Source: an optimization exercise on an open RTL-to-GDS flow (aim: small area and a short achievable clock period). Production flows keep margins and buffers that such runs may drop.
Only simulation tests tie the RTL to the original design; equivalence was not proved.
Power and IR drop assume default switching activity.

Design lambda_layer_top, start of the top module:
module lambda_layer_top #(
    parameter logic [15:0] RESET_SEED = 16'hACE1
) (
    input  wire                               clk,
    input  wire                               reset,
    input  wire [lambda_pkg::AXIL_ADDR_W-1:0] s_axil_awaddr,
    input  wire                               s_axil_awvalid,
    output logic                              s_axil_awready,
    input  wire [31:0]                        s_axil_wdata,
    input  wire [3:0]                         s_axil_wstrb,
    input  wire                               s_axil_wvalid,
    output logic                              s_axil_wready,
    output logic [1:0]                        s_axil_bresp,
    output logic                              s_axil_bvalid,
    input  wire                               s_axil_bready,
    input  wire [lambda_pkg::AXIL_ADDR_W-1:0] s_axil_araddr,
    input  wire                               s_axil_arvalid,
    output logic                              s_axil_arready,
    output logic [31:0]                       s_axil_rdata,
    output logic [1:0]                        s_axil_rresp,
    output logic                              s_axil_rvalid,
    input  wire                               s_axil_rready,
    input  wire                               in_valid,
    input  wire [15:0]                        in_mean,
    input  wire [15:0]                        in_var,
    output logic                              out_valid,
    output logic [15:0]                       out_lambda
);
clock: 8.0 ns
lec_check: 0
abc_area: 1
abc_clock_period_in_ps: 3600
cap_margin: 20
core_margin: 2
core_utilization: 65
cts_buf_list: sky130_fd_sc_hd__clkbuf_8
cts_cluster_diameter: 74
cts_cluster_size: 15
place_density: 0.75
setup_slack_margin: 4.3
slew_margin: 20
standard.sh (not shown) runs the stock make flow with config.mk's settings and CLKGATE_MAP_FILE= SYNTH_SCRIPT=/design/flow/synth_recipe.tcl, a recipe that flattens the netlist after the stock synthesis.
==> flow/flow/run.sh <==
#!/bin/bash
# The standard layout, with each port buffered by the smallest buffer
# cell (sky130_fd_sc_hd__buf_1) instead of the one buffer_ports picks.
# Everything else, synthesis included, is standard.sh unchanged.
set -euo pipefail
export BUFFER_PORTS_ARGS="-buffer_cell sky130_fd_sc_hd__buf_1"
bash standard.sh synth > synth.log 2>&1
bash standard.sh > layout.log 2>&1
Rerun with:
ABC_AREA = 0   (was 1)
Result: Worst setup slack is worse by 0.022 ns; core utilization increases by 3.2 points; clock skew is higher by 0.0044 ns; final area goes up slightly; global-route usage is lower by 2.0 points; register-to-register slack gets worse by 0.33 ns; worst hold slack degrades by 0.0034 ns; cell count came out lower by about a fifth.

Setup of lagoon:
Another version of the RTL of lambda_layer_top (not shown whole).
For scale: ~140 I/O pins, ~20000 um^2 of cells after synthesis.
Settings: LEC_CHECK=0, ABC_AREA=1, ABC_CLOCK_PERIOD_IN_PS=3600, CAP_MARGIN=20, CORE_MARGIN=2, CORE_UTILIZATION=65, CTS_BUF_LIST=sky130_fd_sc_hd__clkbuf_8, CTS_CLUSTER_DIAMETER=74, CTS_CLUSTER_SIZE=15, PLACE_DENSITY=0.75, SETUP_SLACK_MARGIN=4.5, SLEW_MARGIN=20; clock period 8.0 ns.
Scripts as last shown in full above: flow/flow/run.sh
What pepper does differently from lagoon at the input level:
Settings: ABC_CLOCK_PERIOD_IN_PS changed from 3600 to 3300.
==> comparison <==
pepper ran to completion and came out clean on the timing, design-rule and antenna checks. Re length in cells of the worst reg-to-reg path: no difference whatsoever between pepper and lagoon. Post-route fraction of the period consumed by the critical path: lagoon vs pepper identical. Diff lagoon -> pepper: async set or reset register ratio after synthesis ~0 delta, clock group share of total power essentially unchanged, number of distinct library cells after synthesis comparable. Met3 global-route usage: lagoon vs pepper, no meaningful difference.

## run 1
Another version of the RTL of lambda_layer_top (not shown whole).
For scale: ~2400 cells after synthesis, ~140 I/O pins, about 20000 um^2 of cells after synthesis.
clock: 8.0 ns
lec_check: 0
abc_area: 1
abc_clock_period_in_ps: 3600
cap_margin: 20
core_margin: 2
core_utilization: 75
cts_buf_list: sky130_fd_sc_hd__clkbuf_8
cts_cluster_diameter: 74
cts_cluster_size: 15
place_density: 0.82
setup_slack_margin: 4.42
slew_margin: 20
tns_end_percent: 25
Scripts as last shown in full above: flow/flow/run.sh
Modified inputs, run 2 compared to run 1
Settings: a deleted TNS_END_PERCENT that had been 25.
Results
The lower area growth from synthesis to layout of run 2 and run 1 is in run 1.
The first-pass GRT wire length was comparable across run 2 and run 1.
Summary of run 2 over run 1: row count shows no meaningful change; non-clock buffer count grew by 8; clock power barely changed.
For run 3, these inputs were changed with respect to run 2:
Settings: changing SETUP_SLACK_MARGIN from 4.42 to 4.38.
Results
From run 2 to run 3 the numbers moved as follows: leakage power figure has decreased; fmax barely changed; met1 usage ~0 delta.
Run 3 vs run 2 — via count dropped slightly
Number of global-route vias before repair across run 2 and run 3: no real change.
Summary — final standard cell count with taps included and fillers excluded, run 3 relative to run 2: lower, by 9.

==> afterwards: timing with drivers on the ports <==
The flow's constraints put no driver on any port. The routed layouts listed below were extracted and timed again, unchanged, in two steps. Step 1 (the two cells are an assumption about what drives the block):
set clk [get_ports {clk}]
set_driving_cell -lib_cell sky130_fd_sc_hd__clkbuf_16 $clk
set_driving_cell -lib_cell sky130_fd_sc_hd__buf_2 [delete_from_list [all_inputs] $clk]
Step 2 moves the port delays by t, midway between the first and last clock arrival at a register: inputs arrive t later, outputs are due t later. That takes back most of the time a late clock gives input paths. a / b / c = ideal ports / drivers / drivers and shift; a / b = the first two.
run	shift t [ns]	setup WS [ns]	worst setup path at the end	latest minus earliest clock arrival (ns)	pins driven straight from the clock port
the first run of note 1	0.649	4.037 / 4.038 / 3.390	input to register	0.029 / 0.029	1
the second run of note 1	0.643	4.015 / 4.024 / 3.381	input to register	0.028 / 0.028	1
lagoon	0.653	4.427 / 4.393 / 4.127	input to register	0.055 / 0.055	1
pepper	0.653	4.427 / 4.393 / 4.127	input to register	0.055 / 0.055	1
run 1	0.657	4.340 / 4.337 / 3.927	input to register	0.057 / 0.057	1
run 2	0.658	4.397 / 4.358 / 3.999	input to register	0.055 / 0.054	1
run 3	0.657	4.407 / 4.385 / 3.807	input to register	0.054 / 0.053	1
After both steps setup and hold are still met in every run listed. The setup slack of the first run of note 1, which loses most, moves by +0.001 ns with the drivers and by -0.647 ns with both steps.
